What follows belongs to an exercise in optimizing a design on an open flow for small area, a short achievable clock period and few clock cycles; a production flow would make more cautious choices. Only simulation tests tie the RTL to the original design; equivalence was not proved. Power figures rest on the tool's default switching activity, not on a simulated workload.

==> flow/design.v (outline; a module is shown in full before it is edited, if it fits) <==
// module mm_system: 3603 lines
// module mm_fa: 10 lines
module mm_system #(
  parameter int max_dim = 10
) (
  input  logic          arm_clk,
  input  logic          rst,
  input  logic          start,
  input  mm_pkg::dim_t  dim_m,
  input  mm_pkg::dim_t  dim_n,
  input  mm_pkg::dim_t  dim_p,
  input  logic          fm_valid,
  input  mm_pkg::word_t fm_word,
  input  logic          wm_valid,
  input  mm_pkg::word_t wm_word,
  output logic          res_valid,
  output mm_pkg::acc_t  res_data,
  output logic          done
);
  // ...
==> flow/flow/run.sh <==
#!/bin/bash
set -euo pipefail
bash standard.sh SETUP_SLACK_MARGIN=6.6 CTS_CLUSTER_SIZE=25 CTS_CLUSTER_DIAMETER=80 \
  "BUFFER_PORTS_ARGS=-buffer_cell sky130_fd_sc_hd__buf_2" finish > standard.log 2>&1
==> flow/standard.sh <==
#!/bin/bash
# synth_recipe.tcl (not shown) runs the flow's synth.tcl, then flattens the netlist and writes it again
# the make line also repeats each setting of config.mk as NAME=value (left out here)
make -C /OpenROAD-flow-scripts/flow DESIGN_CONFIG=/design/flow/config.mk WORK_HOME=/design/flow/orfs CLKGATE_MAP_FILE= SYNTH_SCRIPT=/design/flow/synth_recipe.tcl "${@:-finish}"
==> flow/config.mk <==
export PLATFORM = sky130hd
export DESIGN_NAME = mm_system
export DESIGN_NICKNAME = mm_system
export VERILOG_FILES = /design/flow/design.v
export SDC_FILE = /design/flow/constraint.sdc
export NUM_CORES = 4
export LEC_CHECK = 0
export CAP_MARGIN = 20
export CORE_MARGIN = 2
export CORE_UTILIZATION = 40
export SLEW_MARGIN = 20
export SYNTH_HIERARCHICAL = 1
export SYNTH_MINIMUM_KEEP_SIZE = 0
==> flow/constraint.sdc <==
create_clock -name core_clock -period 10.0 [get_ports {arm_clk}]
set_input_delay 2.0000 -clock core_clock [delete_from_list [all_inputs] [get_ports {arm_clk}]]
set_output_delay 2.0000 -clock core_clock [all_outputs]
set_load 0.01 [all_outputs]
==> summary.log, run 1 <==
[cts] post-CTS resize count 194
[layout] number of buffers outside the clock class in the layout 151
[routing] detailed-route via count 46600
[cts] buffers inserted by post-CTS timing repair 0
[run_status] outcome timing/DRC/antenna clean
[power] power density relative to cell area 155 nW/um^2
[layout] final design utilization 43.6%
[critical_path] depth of the most critical reg-to-reg path 6
[yosys] cell types with the largest area share after synthesis sky130_fd_sc_hd__edfxtp_1 (59%), sky130_fd_sc_hd__fa_1 (14%), sky130_fd_sc_hd__dfxtp_1 (8.7%)
[power] combinational fraction of design power 2.4%
[critical_path] endpoint type of the worst setup path flop
[critical_path] largest fanout of any net on the critical path 8
[layout] share of cell area taken by flip-flops and latches 63.2%
[layout] largest registers fst: 800 flops, wst: 800 flops, res_q: 20 flops
[cts] worst skew pair latency 0.76 ns
[power] relative contribution of sequential cells to total power 64.3%
[cts] maximum count of clock buffers along a single path 3
[yosys] Synth async-reset ratio 0.498%
[critical_path] worst-case register-to-register setup slack 6.61 ns
[place] total half-perimeter wirelength after legalization and detailed placement 151 mm
[critical_path] Arr. time, crit path 4.03 ns
[sta] setup slack of the critical path after layout 6.61 ns
[critical_path] source of the critical timing path opf3[1]$_DFF_P_
[layout] area of combinational cells with multiple inputs 25400 um^2
[layout] num sequential 2009
[cts] quantity of hold-fixing buffers added after cts 0
[power] power in the clock group 4650 uW
[floorplanning] total core area 208000 um^2
[routing] Initial DRT Pass Iterations 6
[place] cell count after placement 7702
[yosys] synthesized cell area 83800 um^2
[floorplanning] Die Span X 462 um
[layout] commonest cells after routing, fill and taps aside sky130_fd_sc_hd__edfxtp_1 (1634), sky130_fd_sc_hd__nand2_1 (637), sky130_fd_sc_hd__fa_1 (601)
[critical_path] cell repeated most along the worst path sky130_fd_sc_hd__fa_1
Testbench counts, summed over its fixed seeds: cycles 6,110.
==> run 2, diff against run 1 <==
--- a/flow/design.v
+++ b/flow/design.v
@@ -1794,98 +1794,98 @@
   logic s1631;
   logic c1632;
   logic s1633;
   logic c1634;
   logic s1635;
   logic c1636;
   logic s1637;
   logic c1638;
-  logic s1639;
-  logic c1640;
-  logic s1641;
-  logic c1642;
-  logic s1643;
-  logic c1644;
-  logic s1645;
-  logic c1646;
-  logic s1647;
-  logic c1648;
-  logic s1649;
-  logic c1650;
-  logic s1651;
-  logic c1652;
-  logic s1653;
-  logic c1654;
-  logic s1655;
-  logic c1656;
-  logic s1657;
-  logic c1658;
-  logic s1659;
-  logic c1660;
-  logic s1661;
-  logic c1662;
-  logic s1663;
-  logic c1664;
-  logic s1665;
-  logic c1666;
-  logic s1667;
-  logic c1668;
-  logic s1669;
-  logic c1670;
-  logic s1671;
-  logic c1672;
-  logic s1673;
-  logic c1674;
-  logic s1675;
-  logic c1676;
-  logic s1677;
-  logic c1678;
-  logic s1679;
-  logic c1680;
-  logic s1681;
-  logic c1682;
-  logic s1683;
-  logic c1684;
-  logic s1685;
-  logic c1686;
-  logic s1687;
-  logic c1688;
-  logic s1689;
-  logic c1690;
-  logic s1691;
-  logic c1692;
-  logic s1693;
-  logic c1694;
-  logic s1695;
-  logic c1696;
-  logic s1697;
-  logic c1698;
-  logic s1699;
-  logic c1700;
-  logic s1701;
-  logic c1702;
-  logic s1703;
-  logic c1704;
-  logic s1705;
-  logic c1706;
-  logic s1707;
-  logic c1708;
-  logic s1709;
-  logic c1710;
-  logic s1711;
-  logic c1712;
-  logic s1713;
-  logic c1714;
-  logic s1715;
-  logic c1716;
-  logic s1717;
-  logic c1718;
-  logic s1719;
-  logic c1720;
+  logic rk0_1639;
+  logic rk0_1640;
+  logic rk0_1641;
+  logic rk0_1642;
+  logic rk0_1643;
+  logic rk0_1644;
+  logic rk0_1645;
+  logic rk0_1646;
+  logic rk0_1647;
+  logic rk0_1648;
+  logic rk0_1649;
+  logic rk0_1650;
+  logic rk0_1651;
+  logic rk0_1652;
+  logic rk0_1653;
+  logic rk0_1654;
+  logic rk0_1655;
+  logic rk0_1656;
+  logic rk0_1657;
+  logic rk0_1658;
+  logic rk0_1659;
+  logic rk0_1660;
+  logic rk0_1661;
+  logic rk0_1662;
+  logic rk0_1663;
+  logic rk0_1664;
+  logic rk0_1665;
+  logic rk0_1666;
+  logic rk0_1667;
+  logic rk0_1668;
+  logic rk0_1669;
+  logic rk0_1670;
+  logic rk0_1671;
+  logic rk0_1672;
+  logic rk0_1673;
+  logic rk0_1674;
+  logic rk0_1675;
+  logic rk0_1676;
+  logic rk0_1677;
+  logic rk0_1678;
+  logic rk0_1679;
+  logic rk0_1680;
+  logic rk0_1681;
+  logic rk0_1682;
+  logic rk0_1683;
+  logic rk0_1684;
+  logic rk0_1685;
+  logic rk0_1686;
+  logic rk0_1687;
+  logic rk0_1688;
+  logic rk0_1689;
+  logic rk0_1690;
+  logic rk0_1691;
+  logic rk0_1692;
+  logic rk0_1693;
+  logic rk0_1694;
+  logic rk0_1695;
+  logic rk0_1696;
+  logic rk0_1697;
+  logic rk0_1698;
+  logic rk0_1699;
+  logic rk0_1700;
+  logic rk0_1701;
+  logic rk0_1702;
+  logic rk0_1703;
+  logic rk0_1704;
+  logic rk0_1705;
+  logic rk0_1706;
+  logic rk0_1707;
+  logic rk0_1708;
+  logic rk0_1709;
+  logic rk0_1710;
+  logic rk0_1711;
+  logic rk0_1712;
+  logic rk0_1713;
+  logic rk0_1714;
+  logic rk0_1715;
+  logic rk0_1716;
+  logic rk0_1717;
+  logic rk0_1718;
+  logic rk0_1719;
+  logic rk0_1720;
   logic rk0_1721;
   logic rk0_1722;
   logic rk0_1723;
   logic rk0_1724;
   logic rk0_1725;
   logic rk0_1726;
   logic rk0_1727;
   logic rk0_1728;
@@ -1938,250 +1938,321 @@
   logic rk0_1775;
   logic rk0_1776;
   logic rk0_1777;
   logic rk0_1778;
   logic rk0_1779;
   logic rk0_1780;
   logic rk0_1781;
   logic rk0_1782;
-  logic rk0_1783;
-  logic rk0_1784;
-  logic rk0_1785;
-  logic rk0_1786;
-  logic rk0_1787;
-  logic rk0_1788;
-  logic rk0_1789;
-  logic rk0_1790;
-  logic rk0_1791;
-  logic rk0_1792;
-  logic rk0_1793;
-  logic rk0_1794;
-  logic rk0_1795;
-  logic rk0_1796;
-  logic rk0_1797;
-  logic rk0_1798;
-  logic rk0_1799;
-  logic rk0_1800;
-  logic rk0_1801;
-  logic rk0_1802;
-  logic rk0_1803;
-  logic rk0_1804;
-  logic rk0_1805;
-  logic rk0_1806;
-  logic rk0_1807;
-  logic rk0_1808;
-  logic rk0_1809;
-  logic rk0_1810;
-  logic rk0_1811;
-  logic rk0_1812;
-  logic rk0_1813;
-  logic rk0_1814;
-  logic rk0_1815;
-  logic rk0_1816;
-  logic rk0_1817;
-  logic rk0_1818;
-  logic rk0_1819;
-  logic rk0_1820;
-  logic rk0_1821;
-  logic rk0_1822;
-  logic rk0_1823;
-  logic s1824;
-  logic c1825;
-  logic s1826;
-  logic c1827;
-  logic s1828;
-  logic c1829;
-  logic s1830;
-  logic c1831;
-  logic s1832;
-  logic c1833;
-  logic s1834;
-  logic c1835;
-  logic s1836;
-  logic c1837;
-  logic s1838;
-  logic c1839;
-  logic s1840;
-  logic c1841;
-  logic s1842;
-  logic c1843;
-  logic s1844;
-  logic c1845;
-  logic s1846;
-  logic c1847;
-  logic s1848;
-  logic c1849;
-  logic s1850;
-  logic c1851;
-  logic s1852;
-  logic c1853;
-  logic s1854;
-  logic c1855;
-  logic s1856;
-  logic c1857;
-  logic s1858;
-  logic c1859;
-  logic s1860;
-  logic c1861;
-  logic s1862;
-  logic c1863;
-  logic s1864;
-  logic c1865;
-  logic s1866;
-  logic c1867;
-  logic s1868;
-  logic c1869;
-  logic s1870;
-  logic c1871;
-  logic s1872;
-  logic c1873;
-  logic s1874;
-  logic c1875;
-  logic s1876;
-  logic c1877;
-  logic s1878;
-  logic c1879;
-  logic s1880;
-  logic c1881;
-  logic s1882;
-  logic c1883;
-  logic s1884;
-  logic c1885;
-  logic s1886;
-  logic c1887;
-  logic s1888;
-  logic c1889;
-  logic s1890;
-  logic c1891;
-  logic s1892;
-  logic c1893;
-  logic s1894;
-  logic c1895;
-  logic s1896;
-  logic c1897;
-  logic s1898;
-  logic c1899;
-  logic s1900;
-  logic c1901;
-  logic s1902;
-  logic c1903;
-  logic s1904;
-  logic c1905;
-  logic s1906;
-  logic c1907;
-  logic s1908;
-  logic c1909;
-  logic s1910;
-  logic c1911;
-  logic s1912;
-  logic c1913;
-  logic s1914;
-  logic c1915;
-  logic s1916;
-  logic c1917;
-  logic s1918;
-  logic c1919;
-  logic s1920;
-  logic c1921;
-  logic s1922;
-  logic c1923;
-  logic s1924;
-  logic c1925;
-  logic s1926;
-  logic c1927;
-  logic s1928;
-  logic c1929;
-  logic s1930;
-  logic c1931;
-  logic s1932;
-  logic c1933;
-  logic s1934;
-  logic c1935;
-  logic s1936;
-  logic c1937;
-  logic s1938;
-  logic c1939;
-  logic s1940;
-  logic c1941;
-  logic s1942;
-  logic c1943;
-  logic s1944;
-  logic c1945;
-  logic s1946;
-  logic c1947;
-  logic s1948;
-  logic c1949;
-  logic s1950;
-  logic c1951;
-  logic s1952;
-  logic c1953;
-  logic s1954;
-  logic c1955;
-  logic s1956;
-  logic c1957;
-  logic s1958;
-  logic c1959;
-  logic s1960;
-  logic c1961;
-  logic s1962;
-  logic c1963;
-  logic s1964;
-  logic c1965;
-  logic s1966;
-  logic c1967;
-  logic s1968;
-  logic c1969;
-  logic s1970;
-  logic c1971;
-  logic s1972;
-  logic c1973;
-  logic s1974;
-  logic c1975;
-  logic s1976;
-  logic c1977;
-  logic s1978;
-  logic c1979;
-  logic rcpa_1980;
-  logic rcpa_1981;
-  logic rcpa_1982;
-  logic rcpa_1983;
-  logic rcpa_1984;
-  logic rcpa_1985;
-  logic rcpa_1986;
-  logic rcpa_1987;
-  logic rcpa_1988;
-  logic rcpa_1989;
-  logic rcpa_1990;
-  logic rcpa_1991;
-  logic rcpa_1992;
-  logic rcpa_1993;
-  logic rcpa_1994;
-  logic rcpa_1995;
-  logic rcpa_1996;
-  logic rcpa_1997;
-  logic rcpa_1998;
-  logic rcpa_1999;
-  logic rcpa_2000;
-  logic rcpa_2001;
-  logic rcpa_2002;
-  logic rcpa_2003;
-  logic rcpa_2004;
-  logic rcpa_2005;
-  logic rcpa_2006;
-  logic rcpa_2007;
-  logic rcpa_2008;
-  logic rcpa_2009;
-  logic rcpa_2010;
-  logic rcpa_2011;
-  logic rcpa_2012;
-  logic rcpa_2013;
-  logic rcpa_2014;
-  logic rcpa_2015;
-  logic rcpa_2016;
+  logic s1783;
+  logic c1784;
+  logic s1785;
+  logic c1786;
+  logic s1787;
+  logic c1788;
+  logic s1789;
+  logic c1790;
+  logic s1791;
+  logic c1792;
+  logic s1793;
+  logic c1794;
+  logic s1795;
+  logic c1796;
+  logic s1797;
+  logic c1798;
+  logic s1799;
+  logic c1800;
+  logic s1801;
+  logic c1802;
+  logic s1803;
+  logic c1804;
+  logic s1805;
+  logic c1806;
+  logic s1807;
+  logic c1808;
+  logic s1809;
+  logic c1810;
+  logic s1811;
+  logic c1812;
+  logic s1813;
+  logic c1814;
+  logic s1815;
+  logic c1816;
+  logic s1817;
+  logic c1818;
+  logic s1819;
+  logic c1820;
+  logic s1821;
+  logic c1822;
+  logic s1823;
+  logic c1824;
+  logic s1825;
+  logic c1826;
+  logic s1827;
+  logic c1828;
+  logic s1829;
+  logic c1830;
+  logic s1831;
+  logic c1832;
+  logic s1833;
+  logic c1834;
+  logic s1835;
+  logic c1836;
+  logic s1837;
+  logic c1838;
+  logic s1839;
+  logic c1840;
+  logic s1841;
+  logic c1842;
+  logic s1843;
+  logic c1844;
+  logic s1845;
+  logic c1846;
+  logic s1847;
+  logic c1848;
+  logic s1849;
+  logic c1850;
+  logic s1851;
+  logic c1852;
+  logic s1853;
+  logic c1854;
+  logic s1855;
+  logic c1856;
+  logic s1857;
+  logic c1858;
+  logic s1859;
+  logic c1860;
+  logic s1861;
+  logic c1862;
+  logic s1863;
+  logic c1864;
+  logic s1865;
+  logic c1866;
+  logic s1867;
+  logic c1868;
+  logic s1869;
+  logic c1870;
+  logic s1871;
+  logic c1872;
+  logic s1873;
+  logic c1874;
+  logic s1875;
+  logic c1876;
+  logic s1877;
+  logic c1878;
+  logic s1879;
+  logic c1880;
+  logic s1881;
+  logic c1882;
+  logic s1883;
+  logic c1884;
+  logic s1885;
+  logic c1886;
+  logic s1887;
+  logic c1888;
+  logic s1889;
+  logic c1890;
+  logic s1891;
+  logic c1892;
+  logic s1893;
+  logic c1894;
+  logic s1895;
+  logic c1896;
+  logic s1897;
+  logic c1898;
+  logic s1899;
+  logic c1900;
+  logic s1901;
+  logic c1902;
+  logic s1903;
+  logic c1904;
+  logic s1905;
+  logic c1906;
+  logic s1907;
+  logic c1908;
+  logic s1909;
+  logic c1910;
+  logic s1911;
+  logic c1912;
+  logic s1913;
+  logic c1914;
+  logic s1915;
+  logic c1916;
+  logic s1917;
+  logic c1918;
+  logic s1919;
+  logic c1920;
+  logic s1921;
+  logic c1922;
+  logic s1923;
+  logic c1924;
+  logic s1925;
+  logic c1926;
+  logic s1927;
+  logic c1928;
+  logic s1929;
+  logic c1930;
+  logic s1931;
+  logic c1932;
+  logic s1933;
+  logic c1934;
+  logic s1935;
+  logic c1936;
+  logic s1937;
+  logic c1938;
+  logic s1939;
+  logic c1940;
+  logic s1941;
+  logic c1942;
+  logic s1943;
+  logic c1944;
+  logic s1945;
+  logic c1946;
+  logic s1947;
+  logic c1948;
+  logic s1949;
+  logic c1950;
+  logic s1951;
+  logic c1952;
+  logic s1953;
+  logic c1954;
+  logic s1955;
+  logic c1956;
+  logic s1957;
+  logic c1958;
+  logic s1959;
+  logic c1960;
+  logic rd0_1961;
+  logic rd0_1962;
+  logic rd0_1963;
+  logic rd0_1964;
+  logic rd0_1965;
+  logic rd0_1966;
+  logic rd0_1967;
+  logic rd0_1968;
+  logic rd0_1969;
+  logic rd0_1970;
+  logic rd0_1971;
+  logic rd0_1972;
+  logic rd0_1973;
+  logic rd0_1974;
+  logic rd0_1975;
+  logic rd0_1976;
+  logic rd0_1977;
+  logic rd0_1978;
+  logic rd0_1979;
+  logic rd0_1980;
+  logic rd0_1981;
+  logic rd0_1982;
+  logic rd0_1983;
+  logic rd0_1984;
+  logic rd0_1985;
+  logic rd0_1986;
+  logic rd0_1987;
+  logic rd0_1988;
+  logic rd0_1989;
+  logic rd0_1990;
+  logic rd0_1991;
+  logic rd0_1992;
+  logic rd0_1993;
+  logic rd0_1994;
+  logic rd0_1995;
+  logic rd0_1996;
+  logic rd0_1997;
+  logic rd0_1998;
+  logic rd0_1999;
+  logic rd0_2000;
+  logic rd0_2001;
+  logic rd0_2002;
+  logic rd0_2003;
+  logic rd0_2004;
+  logic rd0_2005;
+  logic rd0_2006;
+  logic rd0_2007;
+  logic rd0_2008;
+  logic rd0_2009;
+  logic rd0_2010;
+  logic rd0_2011;
+  logic rd0_2012;
+  logic rd0_2013;
+  logic rd0_2014;
+  logic rd0_2015;
+  logic rd0_2016;
+  logic rd0_2017;
+  logic rd0_2018;
+  logic rd0_2019;
+  logic rd0_2020;
+  logic rd0_2021;
+  logic rd0_2022;
+  logic rd0_2023;
+  logic rd0_2024;
+  logic rd0_2025;
+  logic s2026;
+  logic c2027;
+  logic s2028;
+  logic c2029;
+  logic s2030;
+  logic c2031;
+  logic s2032;
+  logic c2033;
+  logic s2034;
+  logic c2035;
+  logic s2036;
+  logic c2037;
+  logic s2038;
+  logic c2039;
+  logic s2040;
+  logic c2041;
+  logic s2042;
+  logic c2043;
+  logic s2044;
+  logic c2045;
+  logic s2046;
+  logic c2047;
+  logic s2048;
+  logic c2049;
+  logic s2050;
+  logic c2051;
+  logic s2052;
+  logic c2053;
+  logic s2054;
+  logic c2055;
+  logic s2056;
+  logic c2057;
+  logic s2058;
+  logic c2059;
+  logic s2060;
+  logic c2061;
+  logic s2062;
+  logic c2063;
+  logic s2064;
+  logic c2065;
+  logic s2066;
+  logic c2067;
+  logic s2068;
+  logic c2069;
+  logic s2070;
+  logic c2071;
+  logic s2072;
+  logic c2073;
+  logic s2074;
+  logic c2075;
+  logic s2076;
+  logic c2077;
+  logic s2078;
+  logic c2079;
+  logic s2080;
+  logic c2081;
+  logic s2082;
+  logic c2083;
+  logic s2084;
+  logic c2085;
+  logic s2086;
+  logic c2087;
   assign pp1 = ~(opf0[0] & opw0[0]);
   assign pp2 = ~(opf0[0] & opw0[1]);
   assign pp3 = ~(opf0[0] & opw0[2]);
   assign pp4 = ~(opf0[0] & opw0[3]);
   assign pp5 = ~(opf0[0] & opw0[4]);
   assign pp6 = ~(opf0[0] & opw0[5]);
   assign pp7 = ~(opf0[0] & opw0[6]);
   assign pp8 = (opf0[0] & opw0[7]);
@@ -3314,291 +3385,363 @@
   mm_fa u_s1625 (.a(c1318), .b(s1507), .c(s1509), .s(s1625), .co(c1626));
   mm_fa u_s1627 (.a(s1511), .b(s1513), .c(c1496), .s(s1627), .co(c1628));
   mm_fa u_s1629 (.a(c1498), .b(c1500), .c(c1502), .s(s1629), .co(c1630));
   mm_fa u_s1631 (.a(c1330), .b(s1515), .c(s1517), .s(s1631), .co(c1632));
   mm_fa u_s1633 (.a(s1519), .b(c1508), .c(c1510), .s(s1633), .co(c1634));
   mm_fa u_s1635 (.a(c1336), .b(s1521), .c(c1516), .s(s1635), .co(c1636));
   assign s1637 = 1'b1 ^ ~c1338 ^ ~c1522;
   assign c1638 = (1'b1 & ~c1338) | (~c1522 & (1'b1 ^ ~c1338));
-  mm_fa u_s1639 (.a(c1340), .b(c1342), .c(s1523), .s(s1639), .co(c1640));
-  mm_fa u_s1641 (.a(c1346), .b(c1348), .c(s1525), .s(s1641), .co(c1642));
-  mm_fa u_s1643 (.a(c1354), .b(c1356), .c(s1529), .s(s1643), .co(c1644));
-  mm_fa u_s1645 (.a(s1531), .b(s1533), .c(c1526), .s(s1645), .co(c1646));
-  mm_fa u_s1647 (.a(c1366), .b(c1368), .c(s1535), .s(s1647), .co(c1648));
-  mm_fa u_s1649 (.a(s1537), .b(s1539), .c(s1541), .s(s1649), .co(c1650));
-  mm_fa u_s1651 (.a(c1530), .b(c1532), .c(c1534), .s(s1651), .co(c1652));
-  mm_fa u_s1653 (.a(c1380), .b(c1382), .c(s1543), .s(s1653), .co(c1654));
-  mm_fa u_s1655 (.a(s1545), .b(s1547), .c(s1549), .s(s1655), .co(c1656));
-  mm_fa u_s1657 (.a(s1551), .b(c1536), .c(c1538), .s(s1657), .co(c1658));
-  mm_fa u_s1659 (.a(c1398), .b(c1400), .c(s1553), .s(s1659), .co(c1660));
-  mm_fa u_s1661 (.a(s1555), .b(s1557), .c(s1559), .s(s1661), .co(c1662));
-  mm_fa u_s1663 (.a(s1561), .b(s1563), .c(c1544), .s(s1663), .co(c1664));
-  mm_fa u_s1665 (.a(c1546), .b(c1548), .c(c1550), .s(s1665), .co(c1666));
-  mm_fa u_s1667 (.a(c1420), .b(s1565), .c(s1567), .s(s1667), .co(c1668));
-  mm_fa u_s1669 (.a(s1569), .b(s1571), .c(s1573), .s(s1669), .co(c1670));
-  mm_fa u_s1671 (.a(s1575), .b(s1577), .c(c1554), .s(s1671), .co(c1672));
-  mm_fa u_s1673 (.a(c1556), .b(c1558), .c(c1560), .s(s1673), .co(c1674));
-  mm_fa u_s1675 (.a(c1440), .b(c1442), .c(s1579), .s(s1675), .co(c1676));
-  mm_fa u_s1677 (.a(s1581), .b(s1583), .c(s1585), .s(s1677), .co(c1678));
-  mm_fa u_s1679 (.a(s1587), .b(s1589), .c(s1591), .s(s1679), .co(c1680));
-  mm_fa u_s1681 (.a(c1566), .b(c1568), .c(c1570), .s(s1681), .co(c1682));
-  mm_fa u_s1683 (.a(c1572), .b(c1574), .c(c1576), .s(s1683), .co(c1684));
-  mm_fa u_s1685 (.a(c1462), .b(s1593), .c(s1595), .s(s1685), .co(c1686));
-  mm_fa u_s1687 (.a(s1597), .b(s1599), .c(s1601), .s(s1687), .co(c1688));
-  mm_fa u_s1689 (.a(s1603), .b(c1580), .c(c1582), .s(s1689), .co(c1690));
-  mm_fa u_s1691 (.a(c1584), .b(c1586), .c(c1588), .s(s1691), .co(c1692));
-  mm_fa u_s1693 (.a(s1605), .b(s1607), .c(s1609), .s(s1693), .co(c1694));
-  mm_fa u_s1695 (.a(s1611), .b(s1613), .c(s1615), .s(s1695), .co(c1696));
-  mm_fa u_s1697 (.a(c1594), .b(c1596), .c(c1598), .s(s1697), .co(c1698));
-  mm_fa u_s1699 (.a(c1600), .b(c1602), .c(c1604), .s(s1699), .co(c1700));
-  mm_fa u_s1701 (.a(c1492), .b(c1494), .c(s1617), .s(s1701), .co(c1702));
-  mm_fa u_s1703 (.a(s1619), .b(s1621), .c(s1623), .s(s1703), .co(c1704));
-  mm_fa u_s1705 (.a(c1606), .b(c1608), .c(c1610), .s(s1705), .co(c1706));
-  mm_fa u_s1707 (.a(c1612), .b(c1614), .c(c1616), .s(s1707), .co(c1708));
-  mm_fa u_s1709 (.a(c1504), .b(c1506), .c(s1625), .s(s1709), .co(c1710));
-  mm_fa u_s1711 (.a(s1627), .b(s1629), .c(c1618), .s(s1711), .co(c1712));
-  mm_fa u_s1713 (.a(c1620), .b(c1622), .c(c1624), .s(s1713), .co(c1714));
-  mm_fa u_s1715 (.a(c1512), .b(c1514), .c(s1631), .s(s1715), .co(c1716));
-  mm_fa u_s1717 (.a(s1633), .b(c1626), .c(c1628), .s(s1717), .co(c1718));
-  mm_fa u_s1719 (.a(c1518), .b(c1520), .c(s1635), .s(s1719), .co(c1720));
-  assign s1824 = ~rk0_1755 ^ ~rk0_1756;
-  assign c1825 = ~rk0_1755 & ~rk0_1756;
-  mm_fa u_s1826 (.a(rk0_1765), .b(rk0_1766), .c(rk0_1767), .s(s1826), .co(c1827));
-  mm_fa u_s1828 (.a(rk0_1775), .b(rk0_1776), .c(rk0_1777), .s(s1828), .co(c1829));
-  assign s1830 = ~rk0_1778 ^ ~rk0_1779;
-  assign c1831 = ~rk0_1778 & ~rk0_1779;
-  assign s1832 = ~rk0_1786 ^ ~rk0_1787;
-  assign c1833 = ~rk0_1786 & ~rk0_1787;
-  mm_fa u_s1834 (.a(rk0_1739), .b(rk0_1740), .c(rk0_1741), .s(s1834), .co(c1835));
-  mm_fa u_s1836 (.a(rk0_1747), .b(rk0_1748), .c(rk0_1749), .s(s1836), .co(c1837));
-  assign s1838 = ~rk0_1750 ^ ~rk0_1751;
-  assign c1839 = ~rk0_1750 & ~rk0_1751;
-  mm_fa u_s1840 (.a(rk0_1757), .b(rk0_1758), .c(rk0_1759), .s(s1840), .co(c1841));
-  mm_fa u_s1842 (.a(rk0_1760), .b(rk0_1761), .c(rk0_1762), .s(s1842), .co(c1843));
-  assign s1844 = ~rk0_1763 ^ ~rk0_1764;
-  assign c1845 = ~rk0_1763 & ~rk0_1764;
-  mm_fa u_s1846 (.a(rk0_1768), .b(rk0_1769), .c(rk0_1770), .s(s1846), .co(c1847));
-  mm_fa u_s1848 (.a(rk0_1771), .b(rk0_1772), .c(rk0_1773), .s(s1848), .co(c1849));
-  mm_fa u_s1850 (.a(rk0_1774), .b(s1826), .c(~c1825), .s(s1850), .co(c1851));
-  mm_fa u_s1852 (.a(rk0_1780), .b(rk0_1781), .c(rk0_1782), .s(s1852), .co(c1853));
-  mm_fa u_s1854 (.a(rk0_1783), .b(rk0_1784), .c(rk0_1785), .s(s1854), .co(c1855));
-  mm_fa u_s1856 (.a(s1828), .b(~s1830), .c(c1827), .s(s1856), .co(c1857));
-  mm_fa u_s1858 (.a(rk0_1788), .b(rk0_1789), .c(rk0_1790), .s(s1858), .co(c1859));
-  mm_fa u_s1860 (.a(rk0_1791), .b(rk0_1792), .c(rk0_1793), .s(s1860), .co(c1861));
-  mm_fa u_s1862 (.a(s1832), .b(~c1829), .c(c1831), .s(s1862), .co(c1863));
-  mm_fa u_s1864 (.a(rk0_1794), .b(rk0_1795), .c(rk0_1796), .s(s1864), .co(c1865));
-  mm_fa u_s1866 (.a(rk0_1797), .b(rk0_1798), .c(rk0_1799), .s(s1866), .co(c1867));
-  mm_fa u_s1868 (.a(rk0_1800), .b(rk0_1801), .c(~c1833), .s(s1868), .co(c1869));
-  mm_fa u_s1870 (.a(rk0_1802), .b(rk0_1803), .c(rk0_1804), .s(s1870), .co(c1871));
-  mm_fa u_s1872 (.a(rk0_1805), .b(rk0_1806), .c(rk0_1807), .s(s1872), .co(c1873));
-  mm_fa u_s1874 (.a(rk0_1809), .b(rk0_1810), .c(rk0_1811), .s(s1874), .co(c1875));
-  assign s1876 = ~rk0_1734 ^ ~rk0_1735;
-  assign c1877 = ~rk0_1734 & ~rk0_1735;
-  mm_fa u_s1878 (.a(rk0_1742), .b(rk0_1743), .c(rk0_1744), .s(s1878), .co(c1879));
-  assign s1880 = ~rk0_1745 ^ ~rk0_1746;
-  assign c1881 = ~rk0_1745 & ~rk0_1746;
-  mm_fa u_s1882 (.a(rk0_1752), .b(rk0_1753), .c(rk0_1754), .s(s1882), .co(c1883));
-  mm_fa u_s1884 (.a(s1836), .b(~s1838), .c(c1835), .s(s1884), .co(c1885));
-  mm_fa u_s1886 (.a(~s1824), .b(s1840), .c(s1842), .s(s1886), .co(c1887));
-  mm_fa u_s1888 (.a(s1844), .b(~c1837), .c(c1839), .s(s1888), .co(c1889));
-  mm_fa u_s1890 (.a(s1846), .b(s1848), .c(s1850), .s(s1890), .co(c1891));
-  mm_fa u_s1892 (.a(c1841), .b(c1843), .c(~c1845), .s(s1892), .co(c1893));
-  mm_fa u_s1894 (.a(s1852), .b(s1854), .c(s1856), .s(s1894), .co(c1895));
-  mm_fa u_s1896 (.a(c1847), .b(c1849), .c(c1851), .s(s1896), .co(c1897));
-  mm_fa u_s1898 (.a(s1858), .b(s1860), .c(~s1862), .s(s1898), .co(c1899));
-  mm_fa u_s1900 (.a(c1853), .b(c1855), .c(c1857), .s(s1900), .co(c1901));
-  mm_fa u_s1902 (.a(s1864), .b(s1866), .c(s1868), .s(s1902), .co(c1903));
-  mm_fa u_s1904 (.a(c1859), .b(c1861), .c(~c1863), .s(s1904), .co(c1905));
-  mm_fa u_s1906 (.a(rk0_1808), .b(s1870), .c(s1872), .s(s1906), .co(c1907));
-  mm_fa u_s1908 (.a(c1865), .b(c1867), .c(c1869), .s(s1908), .co(c1909));
-  mm_fa u_s1910 (.a(rk0_1812), .b(rk0_1813), .c(rk0_1814), .s(s1910), .co(c1911));
-  mm_fa u_s1912 (.a(s1874), .b(c1871), .c(c1873), .s(s1912), .co(c1913));
-  mm_fa u_s1914 (.a(rk0_1815), .b(rk0_1816), .c(rk0_1817), .s(s1914), .co(c1915));
-  mm_fa u_s1916 (.a(rk0_1818), .b(rk0_1819), .c(c1875), .s(s1916), .co(c1917));
-  assign s1918 = rk0_1820 ^ ~rk0_1821;
-  assign c1919 = rk0_1820 & ~rk0_1821;
-  assign s1920 = ~rk0_1726 ^ ~rk0_1727;
-  assign c1921 = ~rk0_1726 & ~rk0_1727;
-  mm_fa u_s1922 (.a(rk0_1730), .b(rk0_1731), .c(rk0_1732), .s(s1922), .co(c1923));
-  mm_fa u_s1924 (.a(rk0_1736), .b(rk0_1737), .c(rk0_1738), .s(s1924), .co(c1925));
-  mm_fa u_s1926 (.a(s1834), .b(s1878), .c(~s1880), .s(s1926), .co(c1927));
-  mm_fa u_s1928 (.a(s1882), .b(s1884), .c(c1879), .s(s1928), .co(c1929));
-  mm_fa u_s1930 (.a(s1886), .b(~s1888), .c(c1883), .s(s1930), .co(c1931));
-  mm_fa u_s1932 (.a(s1890), .b(s1892), .c(c1887), .s(s1932), .co(c1933));
-  mm_fa u_s1934 (.a(s1894), .b(s1896), .c(c1891), .s(s1934), .co(c1935));
-  mm_fa u_s1936 (.a(s1898), .b(s1900), .c(c1895), .s(s1936), .co(c1937));
-  mm_fa u_s1938 (.a(s1902), .b(s1904), .c(c1899), .s(s1938), .co(c1939));
-  mm_fa u_s1940 (.a(s1906), .b(s1908), .c(c1903), .s(s1940), .co(c1941));
-  mm_fa u_s1942 (.a(s1910), .b(s1912), .c(c1907), .s(s1942), .co(c1943));
-  mm_fa u_s1944 (.a(s1914), .b(s1916), .c(c1911), .s(s1944), .co(c1945));
-  mm_fa u_s1946 (.a(rk0_1822), .b(~s1918), .c(c1915), .s(s1946), .co(c1947));
-  assign s1948 = 1'b1 ^ rk0_1823;
-  assign c1949 = 1'b1 & rk0_1823;
-  assign s1950 = ~rk0_1728 ^ ~rk0_1729;
-  assign c1951 = ~rk0_1728 & ~rk0_1729;
-  mm_fa u_s1952 (.a(rk0_1733), .b(s1922), .c(~c1921), .s(s1952), .co(c1953));
-  mm_fa u_s1954 (.a(~s1876), .b(s1924), .c(c1923), .s(s1954), .co(c1955));
-  mm_fa u_s1956 (.a(~c1877), .b(s1926), .c(c1925), .s(s1956), .co(c1957));
-  mm_fa u_s1958 (.a(~c1881), .b(s1928), .c(c1927), .s(s1958), .co(c1959));
-  mm_fa u_s1960 (.a(c1885), .b(s1930), .c(c1929), .s(s1960), .co(c1961));
-  mm_fa u_s1962 (.a(~c1889), .b(s1932), .c(c1931), .s(s1962), .co(c1963));
-  mm_fa u_s1964 (.a(c1893), .b(s1934), .c(c1933), .s(s1964), .co(c1965));
-  mm_fa u_s1966 (.a(c1897), .b(s1936), .c(c1935), .s(s1966), .co(c1967));
-  mm_fa u_s1968 (.a(c1901), .b(s1938), .c(c1937), .s(s1968), .co(c1969));
-  mm_fa u_s1970 (.a(c1905), .b(s1940), .c(c1939), .s(s1970), .co(c1971));
-  mm_fa u_s1972 (.a(c1909), .b(s1942), .c(c1941), .s(s1972), .co(c1973));
-  mm_fa u_s1974 (.a(c1913), .b(s1944), .c(c1943), .s(s1974), .co(c1975));
-  mm_fa u_s1976 (.a(c1917), .b(s1946), .c(c1945), .s(s1976), .co(c1977));
-  mm_fa u_s1978 (.a(c1919), .b(s1948), .c(~c1947), .s(s1978), .co(c1979));
+  assign s1783 = ~rk0_1691 ^ ~rk0_1692;
+  assign c1784 = ~rk0_1691 & ~rk0_1692;
+  mm_fa u_s1785 (.a(rk0_1705), .b(rk0_1706), .c(rk0_1707), .s(s1785), .co(c1786));
+  mm_fa u_s1787 (.a(rk0_1708), .b(rk0_1709), .c(rk0_1710), .s(s1787), .co(c1788));
+  mm_fa u_s1789 (.a(rk0_1721), .b(rk0_1722), .c(rk0_1723), .s(s1789), .co(c1790));
+  assign s1791 = ~rk0_1724 ^ ~rk0_1725;
+  assign c1792 = ~rk0_1724 & ~rk0_1725;
+  assign s1793 = ~rk0_1735 ^ ~rk0_1736;
+  assign c1794 = ~rk0_1735 & ~rk0_1736;
+  mm_fa u_s1795 (.a(rk0_1667), .b(rk0_1668), .c(rk0_1669), .s(s1795), .co(c1796));
+  mm_fa u_s1797 (.a(rk0_1678), .b(rk0_1679), .c(rk0_1680), .s(s1797), .co(c1798));
+  mm_fa u_s1799 (.a(rk0_1681), .b(rk0_1682), .c(rk0_1683), .s(s1799), .co(c1800));
+  assign s1801 = ~rk0_1684 ^ ~rk0_1685;
+  assign c1802 = ~rk0_1684 & ~rk0_1685;
+  mm_fa u_s1803 (.a(rk0_1693), .b(rk0_1694), .c(rk0_1695), .s(s1803), .co(c1804));
+  mm_fa u_s1805 (.a(rk0_1696), .b(rk0_1697), .c(rk0_1698), .s(s1805), .co(c1806));
+  mm_fa u_s1807 (.a(rk0_1699), .b(rk0_1700), .c(rk0_1701), .s(s1807), .co(c1808));
+  assign s1809 = ~rk0_1702 ^ ~rk0_1703;
+  assign c1810 = ~rk0_1702 & ~rk0_1703;
+  mm_fa u_s1811 (.a(rk0_1711), .b(rk0_1712), .c(rk0_1713), .s(s1811), .co(c1812));
+  mm_fa u_s1813 (.a(rk0_1714), .b(rk0_1715), .c(rk0_1716), .s(s1813), .co(c1814));
+  mm_fa u_s1815 (.a(rk0_1717), .b(rk0_1718), .c(rk0_1719), .s(s1815), .co(c1816));
+  mm_fa u_s1817 (.a(rk0_1720), .b(s1785), .c(s1787), .s(s1817), .co(c1818));
+  mm_fa u_s1819 (.a(rk0_1726), .b(rk0_1727), .c(rk0_1728), .s(s1819), .co(c1820));
+  mm_fa u_s1821 (.a(rk0_1729), .b(rk0_1730), .c(rk0_1731), .s(s1821), .co(c1822));
+  mm_fa u_s1823 (.a(rk0_1732), .b(rk0_1733), .c(rk0_1734), .s(s1823), .co(c1824));
+  mm_fa u_s1825 (.a(s1789), .b(~s1791), .c(c1786), .s(s1825), .co(c1826));
+  mm_fa u_s1827 (.a(rk0_1737), .b(rk0_1738), .c(rk0_1739), .s(s1827), .co(c1828));
+  mm_fa u_s1829 (.a(rk0_1740), .b(rk0_1741), .c(rk0_1742), .s(s1829), .co(c1830));
+  mm_fa u_s1831 (.a(rk0_1743), .b(rk0_1744), .c(rk0_1745), .s(s1831), .co(c1832));
+  mm_fa u_s1833 (.a(rk0_1746), .b(~s1793), .c(c1790), .s(s1833), .co(c1834));
+  mm_fa u_s1835 (.a(rk0_1747), .b(rk0_1748), .c(rk0_1749), .s(s1835), .co(c1836));
+  mm_fa u_s1837 (.a(rk0_1750), .b(rk0_1751), .c(rk0_1752), .s(s1837), .co(c1838));
+  mm_fa u_s1839 (.a(rk0_1753), .b(rk0_1754), .c(rk0_1755), .s(s1839), .co(c1840));
+  mm_fa u_s1841 (.a(rk0_1756), .b(rk0_1757), .c(rk0_1758), .s(s1841), .co(c1842));
+  mm_fa u_s1843 (.a(rk0_1759), .b(rk0_1760), .c(rk0_1761), .s(s1843), .co(c1844));
+  mm_fa u_s1845 (.a(rk0_1762), .b(rk0_1763), .c(rk0_1764), .s(s1845), .co(c1846));
+  assign s1847 = ~rk0_1651 ^ ~rk0_1652;
+  assign c1848 = ~rk0_1651 & ~rk0_1652;
+  mm_fa u_s1849 (.a(rk0_1658), .b(rk0_1659), .c(rk0_1660), .s(s1849), .co(c1850));
+  mm_fa u_s1851 (.a(rk0_1661), .b(rk0_1662), .c(rk0_1663), .s(s1851), .co(c1852));
+  mm_fa u_s1853 (.a(rk0_1670), .b(rk0_1671), .c(rk0_1672), .s(s1853), .co(c1854));
+  mm_fa u_s1855 (.a(rk0_1673), .b(rk0_1674), .c(rk0_1675), .s(s1855), .co(c1856));
+  assign s1857 = ~rk0_1676 ^ ~rk0_1677;
+  assign c1858 = ~rk0_1676 & ~rk0_1677;
+  mm_fa u_s1859 (.a(rk0_1686), .b(rk0_1687), .c(rk0_1688), .s(s1859), .co(c1860));
+  mm_fa u_s1861 (.a(rk0_1689), .b(rk0_1690), .c(s1797), .s(s1861), .co(c1862));
+  mm_fa u_s1863 (.a(s1799), .b(~s1801), .c(c1796), .s(s1863), .co(c1864));
+  mm_fa u_s1865 (.a(rk0_1704), .b(~s1783), .c(s1803), .s(s1865), .co(c1866));
+  mm_fa u_s1867 (.a(s1805), .b(s1807), .c(~s1809), .s(s1867), .co(c1868));
+  mm_fa u_s1869 (.a(c1798), .b(c1800), .c(~c1802), .s(s1869), .co(c1870));
+  mm_fa u_s1871 (.a(~c1784), .b(s1811), .c(s1813), .s(s1871), .co(c1872));
+  mm_fa u_s1873 (.a(s1815), .b(s1817), .c(c1804), .s(s1873), .co(c1874));
+  mm_fa u_s1875 (.a(c1806), .b(c1808), .c(~c1810), .s(s1875), .co(c1876));
+  mm_fa u_s1877 (.a(c1788), .b(s1819), .c(s1821), .s(s1877), .co(c1878));
+  mm_fa u_s1879 (.a(s1823), .b(s1825), .c(c1812), .s(s1879), .co(c1880));
+  mm_fa u_s1881 (.a(c1814), .b(c1816), .c(c1818), .s(s1881), .co(c1882));
+  mm_fa u_s1883 (.a(~c1792), .b(s1827), .c(s1829), .s(s1883), .co(c1884));
+  mm_fa u_s1885 (.a(s1831), .b(s1833), .c(c1820), .s(s1885), .co(c1886));
+  mm_fa u_s1887 (.a(c1822), .b(c1824), .c(c1826), .s(s1887), .co(c1888));
+  mm_fa u_s1889 (.a(~c1794), .b(s1835), .c(s1837), .s(s1889), .co(c1890));
+  mm_fa u_s1891 (.a(s1839), .b(s1841), .c(c1828), .s(s1891), .co(c1892));
+  mm_fa u_s1893 (.a(c1830), .b(c1832), .c(c1834), .s(s1893), .co(c1894));
+  mm_fa u_s1895 (.a(rk0_1765), .b(rk0_1766), .c(rk0_1767), .s(s1895), .co(c1896));
+  mm_fa u_s1897 (.a(s1843), .b(s1845), .c(c1836), .s(s1897), .co(c1898));
+  mm_fa u_s1899 (.a(c1838), .b(c1840), .c(c1842), .s(s1899), .co(c1900));
+  mm_fa u_s1901 (.a(rk0_1768), .b(rk0_1769), .c(rk0_1770), .s(s1901), .co(c1902));
+  mm_fa u_s1903 (.a(rk0_1771), .b(rk0_1772), .c(rk0_1773), .s(s1903), .co(c1904));
+  mm_fa u_s1905 (.a(rk0_1774), .b(c1844), .c(c1846), .s(s1905), .co(c1906));
+  mm_fa u_s1907 (.a(rk0_1775), .b(rk0_1776), .c(rk0_1777), .s(s1907), .co(c1908));
+  assign s1909 = ~rk0_1646 ^ ~rk0_1647;
+  assign c1910 = ~rk0_1646 & ~rk0_1647;
+  mm_fa u_s1911 (.a(rk0_1653), .b(rk0_1654), .c(rk0_1655), .s(s1911), .co(c1912));
+  assign s1913 = ~rk0_1656 ^ ~rk0_1657;
+  assign c1914 = ~rk0_1656 & ~rk0_1657;
+  mm_fa u_s1915 (.a(rk0_1664), .b(rk0_1665), .c(rk0_1666), .s(s1915), .co(c1916));
+  mm_fa u_s1917 (.a(s1849), .b(s1851), .c(~c1848), .s(s1917), .co(c1918));
+  mm_fa u_s1919 (.a(s1795), .b(s1853), .c(s1855), .s(s1919), .co(c1920));
+  mm_fa u_s1921 (.a(~s1857), .b(c1850), .c(c1852), .s(s1921), .co(c1922));
+  mm_fa u_s1923 (.a(s1859), .b(s1861), .c(s1863), .s(s1923), .co(c1924));
+  mm_fa u_s1925 (.a(c1854), .b(c1856), .c(~c1858), .s(s1925), .co(c1926));
+  mm_fa u_s1927 (.a(s1865), .b(s1867), .c(s1869), .s(s1927), .co(c1928));
+  mm_fa u_s1929 (.a(c1860), .b(c1862), .c(c1864), .s(s1929), .co(c1930));
+  mm_fa u_s1931 (.a(s1871), .b(s1873), .c(s1875), .s(s1931), .co(c1932));
+  mm_fa u_s1933 (.a(c1866), .b(c1868), .c(c1870), .s(s1933), .co(c1934));
+  mm_fa u_s1935 (.a(s1877), .b(s1879), .c(s1881), .s(s1935), .co(c1936));
+  mm_fa u_s1937 (.a(c1872), .b(c1874), .c(c1876), .s(s1937), .co(c1938));
+  mm_fa u_s1939 (.a(s1883), .b(s1885), .c(s1887), .s(s1939), .co(c1940));
+  mm_fa u_s1941 (.a(c1878), .b(c1880), .c(c1882), .s(s1941), .co(c1942));
+  mm_fa u_s1943 (.a(s1889), .b(s1891), .c(s1893), .s(s1943), .co(c1944));
+  mm_fa u_s1945 (.a(c1884), .b(c1886), .c(c1888), .s(s1945), .co(c1946));
+  mm_fa u_s1947 (.a(s1895), .b(s1897), .c(s1899), .s(s1947), .co(c1948));
+  mm_fa u_s1949 (.a(c1890), .b(c1892), .c(c1894), .s(s1949), .co(c1950));
+  mm_fa u_s1951 (.a(s1901), .b(s1903), .c(s1905), .s(s1951), .co(c1952));
+  mm_fa u_s1953 (.a(c1896), .b(c1898), .c(c1900), .s(s1953), .co(c1954));
+  mm_fa u_s1955 (.a(rk0_1778), .b(rk0_1779), .c(s1907), .s(s1955), .co(c1956));
+  mm_fa u_s1957 (.a(c1902), .b(c1904), .c(c1906), .s(s1957), .co(c1958));
+  assign s1959 = rk0_1780 ^ ~rk0_1781;
+  assign c1960 = rk0_1780 & ~rk0_1781;
+  assign s2026 = ~rd0_1968 ^ ~rd0_1969;
+  assign c2027 = ~rd0_1968 & ~rd0_1969;
+  mm_fa u_s2028 (.a(rd0_1972), .b(~rd0_1973), .c(rd0_1974), .s(s2028), .co(c2029));
+  mm_fa u_s2030 (.a(rd0_1976), .b(rd0_1977), .c(rd0_1978), .s(s2030), .co(c2031));
+  mm_fa u_s2032 (.a(rd0_1980), .b(rd0_1981), .c(rd0_1982), .s(s2032), .co(c2033));
+  mm_fa u_s2034 (.a(rd0_1984), .b(rd0_1985), .c(rd0_1986), .s(s2034), .co(c2035));
+  mm_fa u_s2036 (.a(rd0_1988), .b(rd0_1989), .c(rd0_1990), .s(s2036), .co(c2037));
+  mm_fa u_s2038 (.a(rd0_1992), .b(rd0_1993), .c(rd0_1994), .s(s2038), .co(c2039));
+  mm_fa u_s2040 (.a(rd0_1996), .b(rd0_1997), .c(rd0_1998), .s(s2040), .co(c2041));
+  mm_fa u_s2042 (.a(rd0_2000), .b(rd0_2001), .c(rd0_2002), .s(s2042), .co(c2043));
+  mm_fa u_s2044 (.a(rd0_2004), .b(rd0_2005), .c(rd0_2006), .s(s2044), .co(c2045));
+  mm_fa u_s2046 (.a(rd0_2008), .b(rd0_2009), .c(rd0_2010), .s(s2046), .co(c2047));
+  mm_fa u_s2048 (.a(rd0_2012), .b(rd0_2013), .c(rd0_2014), .s(s2048), .co(c2049));
+  mm_fa u_s2050 (.a(rd0_2016), .b(rd0_2017), .c(rd0_2018), .s(s2050), .co(c2051));
+  mm_fa u_s2052 (.a(rd0_2020), .b(~rd0_2021), .c(rd0_2022), .s(s2052), .co(c2053));
+  assign s2054 = 1'b1 ^ rd0_2024;
+  assign c2055 = 1'b1 & rd0_2024;
+  assign s2056 = ~rd0_1965 ^ ~rd0_1966;
+  assign c2057 = ~rd0_1965 & ~rd0_1966;
+  mm_fa u_s2058 (.a(~rd0_1970), .b(rd0_1971), .c(s2026), .s(s2058), .co(c2059));
+  mm_fa u_s2060 (.a(rd0_1975), .b(s2028), .c(c2027), .s(s2060), .co(c2061));
+  mm_fa u_s2062 (.a(rd0_1979), .b(~s2030), .c(c2029), .s(s2062), .co(c2063));
+  mm_fa u_s2064 (.a(rd0_1983), .b(s2032), .c(c2031), .s(s2064), .co(c2065));
+  mm_fa u_s2066 (.a(rd0_1987), .b(s2034), .c(c2033), .s(s2066), .co(c2067));
+  mm_fa u_s2068 (.a(rd0_1991), .b(s2036), .c(c2035), .s(s2068), .co(c2069));
+  mm_fa u_s2070 (.a(rd0_1995), .b(s2038), .c(c2037), .s(s2070), .co(c2071));
+  mm_fa u_s2072 (.a(rd0_1999), .b(s2040), .c(c2039), .s(s2072), .co(c2073));
+  mm_fa u_s2074 (.a(rd0_2003), .b(s2042), .c(c2041), .s(s2074), .co(c2075));
+  mm_fa u_s2076 (.a(rd0_2007), .b(s2044), .c(c2043), .s(s2076), .co(c2077));
+  mm_fa u_s2078 (.a(rd0_2011), .b(s2046), .c(c2045), .s(s2078), .co(c2079));
+  mm_fa u_s2080 (.a(rd0_2015), .b(s2048), .c(c2047), .s(s2080), .co(c2081));
+  mm_fa u_s2082 (.a(rd0_2019), .b(s2050), .c(c2049), .s(s2082), .co(c2083));
+  mm_fa u_s2084 (.a(rd0_2023), .b(s2052), .c(c2051), .s(s2084), .co(c2085));
+  mm_fa u_s2086 (.a(rd0_2025), .b(s2054), .c(~c2053), .s(s2086), .co(c2087));
   always_ff @(posedge arm_clk) begin
-    rk0_1721 <= s645;
-    rk0_1722 <= s1059;
-    rk0_1723 <= s1339;
-    rk0_1724 <= s1341;
-    rk0_1725 <= s1639;
-    rk0_1726 <= s1527;
-    rk0_1727 <= c1524;
-    rk0_1728 <= s1641;
-    rk0_1729 <= c1640;
-    rk0_1730 <= c1528;
-    rk0_1731 <= s1643;
-    rk0_1732 <= s1645;
-    rk0_1733 <= c1642;
-    rk0_1734 <= s1647;
-    rk0_1735 <= s1649;
-    rk0_1736 <= s1651;
-    rk0_1737 <= c1644;
-    rk0_1738 <= c1646;
-    rk0_1739 <= c1540;
-    rk0_1740 <= c1542;
-    rk0_1741 <= s1653;
-    rk0_1742 <= s1655;
-    rk0_1743 <= s1657;
-    rk0_1744 <= c1648;
-    rk0_1745 <= c1650;
-    rk0_1746 <= c1652;
-    rk0_1747 <= c1552;
-    rk0_1748 <= s1659;
-    rk0_1749 <= s1661;
-    rk0_1750 <= s1663;
-    rk0_1751 <= s1665;
-    rk0_1752 <= c1654;
-    rk0_1753 <= c1656;
-    rk0_1754 <= c1658;
-    rk0_1755 <= c1562;
-    rk0_1756 <= c1564;
-    rk0_1757 <= s1667;
-    rk0_1758 <= s1669;
-    rk0_1759 <= s1671;
-    rk0_1760 <= s1673;
-    rk0_1761 <= c1660;
-    rk0_1762 <= c1662;
-    rk0_1763 <= c1664;
-    rk0_1764 <= c1666;
-    rk0_1765 <= c1578;
-    rk0_1766 <= s1675;
-    rk0_1767 <= s1677;
-    rk0_1768 <= s1679;
-    rk0_1769 <= s1681;
-    rk0_1770 <= s1683;
-    rk0_1771 <= c1668;
-    rk0_1772 <= c1670;
-    rk0_1773 <= c1672;
-    rk0_1774 <= c1674;
-    rk0_1775 <= c1590;
-    rk0_1776 <= c1592;
-    rk0_1777 <= s1685;
-    rk0_1778 <= s1687;
-    rk0_1779 <= s1689;
-    rk0_1780 <= s1691;
-    rk0_1781 <= c1676;
-    rk0_1782 <= c1678;
-    rk0_1783 <= c1680;
-    rk0_1784 <= c1682;
-    rk0_1785 <= c1684;
-    rk0_1786 <= s1693;
-    rk0_1787 <= s1695;
-    rk0_1788 <= s1697;
-    rk0_1789 <= s1699;
-    rk0_1790 <= c1686;
-    rk0_1791 <= c1688;
-    rk0_1792 <= c1690;
-    rk0_1793 <= c1692;
-    rk0_1794 <= s1701;
-    rk0_1795 <= s1703;
-    rk0_1796 <= s1705;
-    rk0_1797 <= s1707;
-    rk0_1798 <= c1694;
-    rk0_1799 <= c1696;
-    rk0_1800 <= c1698;
-    rk0_1801 <= c1700;
-    rk0_1802 <= s1709;
-    rk0_1803 <= s1711;
-    rk0_1804 <= s1713;
-    rk0_1805 <= c1702;
-    rk0_1806 <= c1704;
-    rk0_1807 <= c1706;
-    rk0_1808 <= c1708;
-    rk0_1809 <= c1630;
-    rk0_1810 <= s1715;
-    rk0_1811 <= s1717;
-    rk0_1812 <= c1710;
-    rk0_1813 <= c1712;
-    rk0_1814 <= c1714;
-    rk0_1815 <= c1632;
-    rk0_1816 <= c1634;
-    rk0_1817 <= s1719;
-    rk0_1818 <= c1716;
-    rk0_1819 <= c1718;
-    rk0_1820 <= s1637;
-    rk0_1821 <= c1636;
-    rk0_1822 <= c1720;
-    rk0_1823 <= c1638;
-    rcpa_1980 <= rk0_1721;
-    rcpa_1981 <= rk0_1722;
-    rcpa_1982 <= rk0_1723;
-    rcpa_1983 <= rk0_1724;
-    rcpa_1984 <= rk0_1725;
-    rcpa_1985 <= s1920;
-    rcpa_1986 <= s1950;
-    rcpa_1987 <= s1952;
-    rcpa_1988 <= c1951;
-    rcpa_1989 <= s1954;
-    rcpa_1990 <= c1953;
-    rcpa_1991 <= s1956;
-    rcpa_1992 <= c1955;
-    rcpa_1993 <= s1958;
-    rcpa_1994 <= c1957;
-    rcpa_1995 <= s1960;
-    rcpa_1996 <= c1959;
-    rcpa_1997 <= s1962;
-    rcpa_1998 <= c1961;
-    rcpa_1999 <= s1964;
-    rcpa_2000 <= c1963;
-    rcpa_2001 <= s1966;
-    rcpa_2002 <= c1965;
-    rcpa_2003 <= s1968;
-    rcpa_2004 <= c1967;
-    rcpa_2005 <= s1970;
-    rcpa_2006 <= c1969;
-    rcpa_2007 <= s1972;
-    rcpa_2008 <= c1971;
-    rcpa_2009 <= s1974;
-    rcpa_2010 <= c1973;
-    rcpa_2011 <= s1976;
-    rcpa_2012 <= c1975;
-    rcpa_2013 <= s1978;
-    rcpa_2014 <= c1977;
-    rcpa_2015 <= c1949;
-    rcpa_2016 <= c1979;
+    rk0_1639 <= s645;
+    rk0_1640 <= s1059;
+    rk0_1641 <= s1339;
+    rk0_1642 <= s1341;
+    rk0_1643 <= c1340;
+    rk0_1644 <= c1342;
+    rk0_1645 <= s1523;
+    rk0_1646 <= c1346;
+    rk0_1647 <= c1348;
+    rk0_1648 <= s1525;
+    rk0_1649 <= s1527;
+    rk0_1650 <= c1524;
+    rk0_1651 <= c1354;
+    rk0_1652 <= c1356;
+    rk0_1653 <= s1529;
+    rk0_1654 <= s1531;
+    rk0_1655 <= s1533;
+    rk0_1656 <= c1526;
+    rk0_1657 <= c1528;
+    rk0_1658 <= c1366;
+    rk0_1659 <= c1368;
+    rk0_1660 <= s1535;
+    rk0_1661 <= s1537;
+    rk0_1662 <= s1539;
+    rk0_1663 <= s1541;
+    rk0_1664 <= c1530;
+    rk0_1665 <= c1532;
+    rk0_1666 <= c1534;
+    rk0_1667 <= c1380;
+    rk0_1668 <= c1382;
+    rk0_1669 <= s1543;
+    rk0_1670 <= s1545;
+    rk0_1671 <= s1547;
+    rk0_1672 <= s1549;
+    rk0_1673 <= s1551;
+    rk0_1674 <= c1536;
+    rk0_1675 <= c1538;
+    rk0_1676 <= c1540;
+    rk0_1677 <= c1542;
+    rk0_1678 <= c1398;
+    rk0_1679 <= c1400;
+    rk0_1680 <= s1553;
+    rk0_1681 <= s1555;
+    rk0_1682 <= s1557;
+    rk0_1683 <= s1559;
+    rk0_1684 <= s1561;
+    rk0_1685 <= s1563;
+    rk0_1686 <= c1544;
+    rk0_1687 <= c1546;
+    rk0_1688 <= c1548;
+    rk0_1689 <= c1550;
+    rk0_1690 <= c1552;
+    rk0_1691 <= c1420;
+    rk0_1692 <= s1565;
+    rk0_1693 <= s1567;
+    rk0_1694 <= s1569;
+    rk0_1695 <= s1571;
+    rk0_1696 <= s1573;
+    rk0_1697 <= s1575;
+    rk0_1698 <= s1577;
+    rk0_1699 <= c1554;
+    rk0_1700 <= c1556;
+    rk0_1701 <= c1558;
+    rk0_1702 <= c1560;
+    rk0_1703 <= c1562;
+    rk0_1704 <= c1564;
+    rk0_1705 <= c1440;
+    rk0_1706 <= c1442;
+    rk0_1707 <= s1579;
+    rk0_1708 <= s1581;
+    rk0_1709 <= s1583;
+    rk0_1710 <= s1585;
+    rk0_1711 <= s1587;
+    rk0_1712 <= s1589;
+    rk0_1713 <= s1591;
+    rk0_1714 <= c1566;
+    rk0_1715 <= c1568;
+    rk0_1716 <= c1570;
+    rk0_1717 <= c1572;
+    rk0_1718 <= c1574;
+    rk0_1719 <= c1576;
+    rk0_1720 <= c1578;
+    rk0_1721 <= c1462;
+    rk0_1722 <= s1593;
+    rk0_1723 <= s1595;
+    rk0_1724 <= s1597;
+    rk0_1725 <= s1599;
+    rk0_1726 <= s1601;
+    rk0_1727 <= s1603;
+    rk0_1728 <= c1580;
+    rk0_1729 <= c1582;
+    rk0_1730 <= c1584;
+    rk0_1731 <= c1586;
+    rk0_1732 <= c1588;
+    rk0_1733 <= c1590;
+    rk0_1734 <= c1592;
+    rk0_1735 <= s1605;
+    rk0_1736 <= s1607;
+    rk0_1737 <= s1609;
+    rk0_1738 <= s1611;
+    rk0_1739 <= s1613;
+    rk0_1740 <= s1615;
+    rk0_1741 <= c1594;
+    rk0_1742 <= c1596;
+    rk0_1743 <= c1598;
+    rk0_1744 <= c1600;
+    rk0_1745 <= c1602;
+    rk0_1746 <= c1604;
+    rk0_1747 <= c1492;
+    rk0_1748 <= c1494;
+    rk0_1749 <= s1617;
+    rk0_1750 <= s1619;
+    rk0_1751 <= s1621;
+    rk0_1752 <= s1623;
+    rk0_1753 <= c1606;
+    rk0_1754 <= c1608;
+    rk0_1755 <= c1610;
+    rk0_1756 <= c1612;
+    rk0_1757 <= c1614;
+    rk0_1758 <= c1616;
+    rk0_1759 <= c1504;
+    rk0_1760 <= c1506;
+    rk0_1761 <= s1625;
+    rk0_1762 <= s1627;
+    rk0_1763 <= s1629;
+    rk0_1764 <= c1618;
+    rk0_1765 <= c1620;
+    rk0_1766 <= c1622;
+    rk0_1767 <= c1624;
+    rk0_1768 <= c1512;
+    rk0_1769 <= c1514;
+    rk0_1770 <= s1631;
+    rk0_1771 <= s1633;
+    rk0_1772 <= c1626;
+    rk0_1773 <= c1628;
+    rk0_1774 <= c1630;
+    rk0_1775 <= c1518;
+    rk0_1776 <= c1520;
+    rk0_1777 <= s1635;
+    rk0_1778 <= c1632;
+    rk0_1779 <= c1634;
+    rk0_1780 <= s1637;
+    rk0_1781 <= c1636;
+    rk0_1782 <= c1638;
+    rd0_1961 <= rk0_1639;
+    rd0_1962 <= rk0_1640;
+    rd0_1963 <= rk0_1641;
+    rd0_1964 <= rk0_1642;
+    rd0_1965 <= rk0_1643;
+    rd0_1966 <= rk0_1644;
+    rd0_1967 <= rk0_1645;
+    rd0_1968 <= rk0_1648;
+    rd0_1969 <= rk0_1649;
+    rd0_1970 <= rk0_1650;
+    rd0_1971 <= s1909;
+    rd0_1972 <= s1847;
+    rd0_1973 <= s1911;
+    rd0_1974 <= s1913;
+    rd0_1975 <= c1910;
+    rd0_1976 <= s1915;
+    rd0_1977 <= s1917;
+    rd0_1978 <= c1912;
+    rd0_1979 <= c1914;
+    rd0_1980 <= s1919;
+    rd0_1981 <= s1921;
+    rd0_1982 <= c1916;
+    rd0_1983 <= c1918;
+    rd0_1984 <= s1923;
+    rd0_1985 <= s1925;
+    rd0_1986 <= c1920;
+    rd0_1987 <= c1922;
+    rd0_1988 <= s1927;
+    rd0_1989 <= s1929;
+    rd0_1990 <= c1924;
+    rd0_1991 <= c1926;
+    rd0_1992 <= s1931;
+    rd0_1993 <= s1933;
+    rd0_1994 <= c1928;
+    rd0_1995 <= c1930;
+    rd0_1996 <= s1935;
+    rd0_1997 <= s1937;
+    rd0_1998 <= c1932;
+    rd0_1999 <= c1934;
+    rd0_2000 <= s1939;
+    rd0_2001 <= s1941;
+    rd0_2002 <= c1936;
+    rd0_2003 <= c1938;
+    rd0_2004 <= s1943;
+    rd0_2005 <= s1945;
+    rd0_2006 <= c1940;
+    rd0_2007 <= c1942;
+    rd0_2008 <= s1947;
+    rd0_2009 <= s1949;
+    rd0_2010 <= c1944;
+    rd0_2011 <= c1946;
+    rd0_2012 <= s1951;
+    rd0_2013 <= s1953;
+    rd0_2014 <= c1948;
+    rd0_2015 <= c1950;
+    rd0_2016 <= s1955;
+    rd0_2017 <= s1957;
+    rd0_2018 <= c1952;
+    rd0_2019 <= c1954;
+    rd0_2020 <= c1908;
+    rd0_2021 <= s1959;
+    rd0_2022 <= c1956;
+    rd0_2023 <= c1958;
+    rd0_2024 <= rk0_1782;
+    rd0_2025 <= c1960;
   end
   logic [19:0] row_a, row_b, sum;
-  assign row_a = {1'b1, rcpa_2015, rcpa_2013, ~rcpa_2011, ~rcpa_2009, ~rcpa_2007, ~rcpa_2005, ~rcpa_2003, ~rcpa_2001, ~rcpa_1999, ~rcpa_1997, ~rcpa_1995, ~rcpa_1993, ~rcpa_1991, ~rcpa_1989, ~rcpa_1987, rcpa_1985, ~rcpa_1984, ~rcpa_1982, ~rcpa_1980};
-  assign row_b = {1'b0, rcpa_2016, ~rcpa_2014, ~rcpa_2012, ~rcpa_2010, ~rcpa_2008, ~rcpa_2006, ~rcpa_2004, ~rcpa_2002, ~rcpa_2000, ~rcpa_1998, ~rcpa_1996, ~rcpa_1994, ~rcpa_1992, ~rcpa_1990, rcpa_1988, rcpa_1986, 1'b0, ~rcpa_1983, ~rcpa_1981};
+  assign row_a = {1'b1, c2055, s2086, ~s2084, ~s2082, ~s2080, ~s2078, ~s2076, ~s2074, ~s2072, ~s2070, ~s2068, ~s2066, ~s2064, s2062, s2060, s2058, ~rd0_1967, ~rd0_1963, ~rd0_1961};
+  assign row_b = {1'b0, c2087, ~c2085, ~c2083, ~c2081, ~c2079, ~c2077, ~c2075, ~c2073, ~c2071, ~c2069, ~c2067, ~c2065, c2063, c2061, c2059, c2057, s2056, ~rd0_1964, ~rd0_1962};
   assign sum   = row_a + row_b;
   logic [19:0] res_q;
   always_ff @(posedge arm_clk) res_q <= sum;
   assign res_data = mm_pkg::acc_t'($signed(res_q));
   always_ff @(posedge arm_clk or posedge rst) begin
     if (rst) begin
       v1 <= 1'b0;
       l1 <= 1'b0;
==> run 2 against run 1 <==
Against the previous run: clock skew rose by 0.012 ns; clock power rose by 4%; sequential share of layout area grew 0.24 points; design area increased by 1.2%; via count up 0.36%; cell count grew 1.4%.
==> summary.log, run 2 <==
[run_status] outcome timing/DRC/antenna clean
[critical_path] endpoint type of the worst setup path flop
[floorplanning] Die Span X 465 um [+0.83%]
[layout] largest registers fst: 800 flops, wst: 800 flops, res_q: 20 flops
[layout] final design utilization 43.2% [-0.37 points]
[critical_path] Arr. time, crit path 4.06 ns [+0.03 ns]
[cts] number of levels the H-tree was split into 3
[routing] detailed-route via count 46800 [+0.36%]
[floorplanning] total core area 212000 um^2 [+2.0%]
[power] power density relative to cell area 158 nW/um^2 [+2.3%]
[layout] Area growth syn-to-layout 7.42%
[power] relative contribution of sequential cells to total power 64.3% [about the same]
[layout] commonest cells after routing, fill and taps aside sky130_fd_sc_hd__edfxtp_1 (1634), sky130_fd_sc_hd__nand2_1 (637), sky130_fd_sc_hd__fa_1 (604)
[critical_path] cell repeated most along the worst path sky130_fd_sc_hd__fa_1
[critical_path] source of the critical timing path opw9[7]$_DFF_P_
[critical_path] largest fanout of any net on the critical path 8 [unchanged]
[yosys] cell types with the largest area share after synthesis sky130_fd_sc_hd__edfxtp_1 (58%), sky130_fd_sc_hd__fa_1 (14%), sky130_fd_sc_hd__dfxtp_1 (10%)
[yosys] Synth async-reset ratio 0.481% [-0.017 points]
[routing] Initial DRT Pass Iterations 6 [unchanged]
[cts] worst skew pair latency 0.81 ns [+0.05 ns]
[yosys] synthesized cell area 85200 um^2 [+1.7%]
[place] total half-perimeter wirelength after legalization and detailed placement 158 mm [+5.2%]
[sta] Final Max Tran Viols 0
-- run 2: cell count changes after synthesis, moves of 3 or more --
cell / delta
sky130_fd_sc_hd__dfxtp_1: +69
sky130_fd_sc_hd__clkbuf_1: +13
sky130_fd_sc_hd__buf_1: -9
sky130_fd_sc_hd__a21oi_1: +5
sky130_fd_sc_hd__buf_2: -5
sky130_fd_sc_hd__nor2_1: -5
sky130_fd_sc_hd__o21ai_1: +5
sky130_fd_sc_hd__nor3_1: -4
sky130_fd_sc_hd__ha_1: +3
sky130_fd_sc_hd__nand2_1: -3
-- run 2: power groups by stage --
stage | logic (uW) | clock network, uW | registers (uW)
finish | 320 | 4840 | 9300
global route | 341 | 5210 | 9300
CTS | 319 | 4940 | 9300
detailed placement | 319 | 0 | 9500
global placement | 307 | 0 | 9500
floorplan | 115 | 0 | 9500
-- run 2: path summary, 6_finish.rpt --
kind | endpoint | slack, ns | depth (start not counted)
setup / recovery | rk0_1708$_DFF_P_ | 6.58 | 5
hold / removal | rd0_1963$_DFF_P_ | 0.33 | 0
setup reg to reg | rk0_1708$_DFF_P_ | 6.58 | 5
hold reg to reg | rd0_1963$_DFF_P_ | 0.33 | 0
max in group asynchronous | done$_DFF_PP0_ | 8.59 | 2
min in group asynchronous | v2$_DFF_PP0_ | 1.16 | 2
-- run 2: worst register-to-register path: cells and delay by family, from the launching register on --
family	cells	cell delay, ns
DFF	1	1.07
adders and majority gates	4	1.94
and+or+nand+nor	1	0.30
-- run 2: cells by family after synthesis --
group,count (synthesis),synth area share [%]
XOR/XNOR,24,0.247
AND/OR/NAND/NOR,965,5.07
AO/OA/AOI/OAI,1016,9.36
adder cells (fa/ha/maj),649,14.9
buffers and inverters,465,2.12
multiplexers,21,0.248
flip-flops,2078,68.1
-- run 2: cell type report --
cell class	count	area, um^2
clock buffers	159	2790
diodes	6	15.0
inverters	96	362
flip-flops and latches	2078	58100
multi-input cells	2675	25500
well taps	2821	3530
fillers	18700	120000
repair buffers	146	813
clock inverters	31	454
-- run 2: per-stage QoR --
stage / cells / power (uW) / setup WS [ns] / hold slack, ns / instance area, um^2
final: 8012 / 14500 / 6.58 / 0.335 / 91500
after global routing: 8009 / 14900 / 6.61 / 0.345 / 91500
after CTS: 8005 / 14600 / 6.61 / 0.335 / 91400
after detailed placement: 7814 / 9820 / 5.38 / 0.313 / 88200
after global placement: 7814 / 9800 / 5.44 / 0.314 / 88200
after floorplan: 5218 / 9620 / 6.65 / 0.310 / 85200
-- run 2: repair_timing --
| item | in CTS | in global routing |
|---|---|---|
| gates resized for setup | 4 | 8 |
| hold buffers | 0 | 0 |
| pin swaps | 1 | 0 |
| setup endpoints to repair | 40 | 35 |
| buffers inserted | 1 | 1 |
-- run 2: modules after synthesis (local to each module, per instance) --
module,area (um^2),flip-flops and latches
mm_fa,20.0,0
mm_system,73100,2078
-- run 2: metal layers --
layer  global-route usage (%)  vias to the layer above  part of all wire [%]
met5                        0                        -                 0.040
met4                     5.49                       16                   2.3
met3                     3.52                      312                   8.6
met2                     34.7                     2316                    47
met1                     31.4                    24800                    42
li1                         -                    19300                     -
Testbench counts of run 2, summed over its fixed seeds: cycles 6,110.

Check on run 2: ideal ports give 6.584 ns setup slack; a clkbuf_16 on the clock port and buf_2 on the inputs give 6.580 ns; moving port delays by the midpoint clock arrival (0.865 ns) as well gives 5.947 ns.
